From an optimization exercise on the open Yosys and OpenROAD flow, aimed at small area; shortcuts taken in it are not production practice. In this exercise RTL edits were held to simulation tests only and were not proved equivalent to the original. Power is estimated from default activity; no workload was simulated.

== wip/harbor ==
## gp_baseband_regs
module gp_baseband_regs #(
  parameter int ACC_W = 18
) (
  input  logic                                 axi_clk,
  input  logic                                 axi_rstn,
  input  logic [31:0]                          s_axi_awaddr,
  input  logic                                 s_axi_awvalid,
  output logic                                 s_axi_awready,
  input  logic [31:0]                          s_axi_wdata,
  input  logic [3:0]                           s_axi_wstrb,
  input  logic                                 s_axi_wvalid,
  output logic                                 s_axi_wready,
  output logic [1:0]                           s_axi_bresp,
  output logic                                 s_axi_bvalid,
  input  logic                                 s_axi_bready,
  input  logic [31:0]                          s_axi_araddr,
  input  logic                                 s_axi_arvalid,
  output logic                                 s_axi_arready,
  output logic [31:0]                          s_axi_rdata,
  output logic [1:0]                           s_axi_rresp,
  output logic                                 s_axi_rvalid,
  input  logic                                 s_axi_rready,
  input  logic                                 dump_pulse,
  input  logic signed [ACC_W-1:0]              i_early,
  input  logic signed [ACC_W-1:0]              q_early,
  input  logic signed [ACC_W-1:0]              i_prompt,
  input  logic signed [ACC_W-1:0]              q_prompt,
  input  logic signed [ACC_W-1:0]              i_late,
  input  logic signed [ACC_W-1:0]              q_late,
  input  gp_meas_pkg::epoch_t                  epoch_dump,
  input  gp_meas_pkg::epoch_t                  tic_epoch,
  input  logic [gp_meas_pkg::CODE_PHASE_W-1:0] tic_code_phase,
  input  logic [gp_meas_pkg::CODE_NCO_W-1:0]   tic_code_nco,
  input  logic [gp_meas_pkg::CARR_CYCLE_W-1:0] tic_carr_cycle,
  input  logic [gp_meas_pkg::CARR_NCO_W-1:0]   tic_carr_nco,
  output logic                                 tic_pulse
);
clock: 6.0 ns
lec_check: 0
cap_margin: 20
core_margin: 2
core_utilization: 60
slew_margin: 20
synth_hierarchical: 1
standard.sh (not shown) runs the stock make flow with config.mk's settings and CLKGATE_MAP_FILE= SYNTH_SCRIPT=/design/flow/synth_recipe.tcl, a recipe that flattens the netlist after the stock synthesis.
==> flow/flow/run.sh <==
#!/bin/bash
# Standard ORFS layout with two changes: the ports are buffered with the smallest buffer, and
# the clock tree groups about 10 flip-flops on each leaf buffer and adds no dummy loads.
set -euo pipefail
bash standard.sh synth > synth.log 2>&1
bash standard.sh "BUFFER_PORTS_ARGS=-buffer_cell sky130_fd_sc_hd__buf_1" \
  "CTS_ARGS=-sink_clustering_enable -repair_clock_nets -dont_use_dummy_load -buf_list sky130_fd_sc_hd__clkbuf_4 -root_buf sky130_fd_sc_hd__clkbuf_8 -sink_clustering_size 10 -sink_clustering_max_diameter 50" \
  finish > layout.log 2>&1
The inputs of wip/nickel differ from those of wip/harbor as listed below.
==> flow/flow/run.sh <==
#!/bin/bash
# Standard ORFS layout with two changes: the ports are buffered with the smallest buffer, and
# the clock tree groups about 10 flip-flops on each leaf buffer.
set -euo pipefail
bash standard.sh synth > synth.log 2>&1
bash standard.sh "BUFFER_PORTS_ARGS=-buffer_cell sky130_fd_sc_hd__buf_1" \
  "CTS_ARGS=-sink_clustering_enable -repair_clock_nets -buf_list sky130_fd_sc_hd__clkbuf_4 -root_buf sky130_fd_sc_hd__clkbuf_8 -sink_clustering_size 10 -sink_clustering_max_diameter 50" \
  finish > layout.log 2>&1
-- flow/config.mk --
<<< wip/harbor, line 9
export CORE_MARGIN = 2
export CORE_UTILIZATION = 60
export SLEW_MARGIN = 20
>>> wip/nickel, line 9
export CORE_MARGIN = 2
export CORE_UTILIZATION = 40
export SLEW_MARGIN = 20
[summary]
wip/harbor → wip/nickel: total power after layout increased by about 11% relative to the old numbers; total die area increased by about 50% relative to the old numbers; largest net degree at the start of global routing decreased by 30 relative to the old numbers.
Going from wip/harbor to wip/nickel, worst-case setup margin in the final layout has increased, non-clock buffer count went down.
Input changes introduced in wip/violet (baseline for comparison: wip/nickel):
==> flow/flow/run.sh <==
#!/bin/bash
# Standard ORFS layout with two changes: the ports are buffered with the smallest buffer, and
# the clock tree groups about 8 flip-flops on each leaf buffer and adds no dummy loads.
set -euo pipefail
bash standard.sh synth > synth.log 2>&1
bash standard.sh "BUFFER_PORTS_ARGS=-buffer_cell sky130_fd_sc_hd__buf_1" \
  "CTS_ARGS=-sink_clustering_enable -repair_clock_nets -dont_use_dummy_load -buf_list sky130_fd_sc_hd__clkbuf_4 -root_buf sky130_fd_sc_hd__clkbuf_8 -sink_clustering_size 8 -sink_clustering_max_diameter 50" \
  finish > layout.log 2>&1
Results
- wip/violet finished every step from synthesis to the final layout, and the layout passed the timing, design-rule and antenna checks.
- Cmp wip/violet vs wip/nickel: clock edge transition at the registers on the reported setup and hold paths lower in wip/violet
- wip/violet vs wip/nickel — peak per-stage delay on the critical path dropped 20 ps.
- Taking wip/nickel as the reference, in wip/violet clock-buffer cell count shows a reduction of about 22%, wire length on met1 shows an increase of about 1%, post-detailed-routing wire length shows no meaningful change.
- Between wip/nickel and wip/violet, number of DRC markers in iteration 0 decreased.
- Cmp wip/violet vs wip/nickel: data arrival at the endpoint of the critical path lower in wip/violet
- wip/violet against wip/nickel: total of fill cells in the finished design now larger; final area now smaller; cell depth of the worst flop-to-flop path now larger; portion of total power attributed to combinational logic now larger.
Relative to wip/violet, the following input files were edited for wip/cedar:
==> flow/flow/run.sh <==
#!/bin/bash
# Standard ORFS layout with two changes: the ports are buffered with the smallest buffer, and
# the clock tree groups about 8 flip-flops on each leaf buffer.
set -euo pipefail
bash standard.sh synth > synth.log 2>&1
bash standard.sh "BUFFER_PORTS_ARGS=-buffer_cell sky130_fd_sc_hd__buf_1" \
  "CTS_ARGS=-sink_clustering_enable -repair_clock_nets -buf_list sky130_fd_sc_hd__clkbuf_4 -root_buf sky130_fd_sc_hd__clkbuf_8 -sink_clustering_size 8 -sink_clustering_max_diameter 50" \
  finish > layout.log 2>&1
==> comparison <==
- Relative to wip/violet, worst-path maximum fanout decreased by 2 in wip/cedar.
- Detailed-route wire length came out higher on wip/cedar than on wip/violet.
- The global-route usage of wip/violet and that of wip/cedar are within noise of each other.
- Going from wip/violet to wip/cedar, the shortest period the worst path allows was found to have gone down by 38 ps.
- Across both runs, static leakage was higher for wip/cedar than for wip/violet.
- Looking at clock-cell share of area, wip/cedar sits 1.9 points above wip/violet.

==> static timing again, ports no longer ideal <==
Ports are ideal in the flow. The routed layouts listed here were re-timed in OpenROAD.
Step 1 sets driving cells, clkbuf_16 on the clock port and buf_2 on the other inputs (assumed; they add their load-dependent delay and slew).
Step 2, shift: input delay + t, output delay - t, t = (earliest + latest rising clock arrival at the registers) / 2. This alone moves slack from input paths to output paths.
Three values: ideal ports, drivers, drivers and shift; two values: the first two.
run | t, ns | setup slack, ns | hold WS [ns] | clock arrival spread, ns | worst register clock-pin slew, ns
wip/harbor | 0.595 | 2.437 / 2.464 / 1.869 | 0.463 / 0.463 / 0.463 | 0.047 / 0.046 | 0.11 / 0.11
wip/nickel | 0.676 | 2.643 / 2.643 / 2.004 | 0.472 / 0.472 / 0.472 | 0.071 / 0.071 | 0.12 / 0.12
wip/violet | 0.656 | 2.612 / 2.631 / 1.981 | 0.462 / 0.462 / 0.462 | 0.113 / 0.113 | 0.10 / 0.10
wip/cedar | 0.683 | 2.649 / 2.627 / 1.985 | 0.465 / 0.465 / 0.465 | 0.062 / 0.062 | 0.11 / 0.11
After both steps setup and hold are still met in every run listed. For wip/cedar, which loses most, drivers alone change the setup slack by -0.022 ns; drivers and shift together by -0.664 ns.
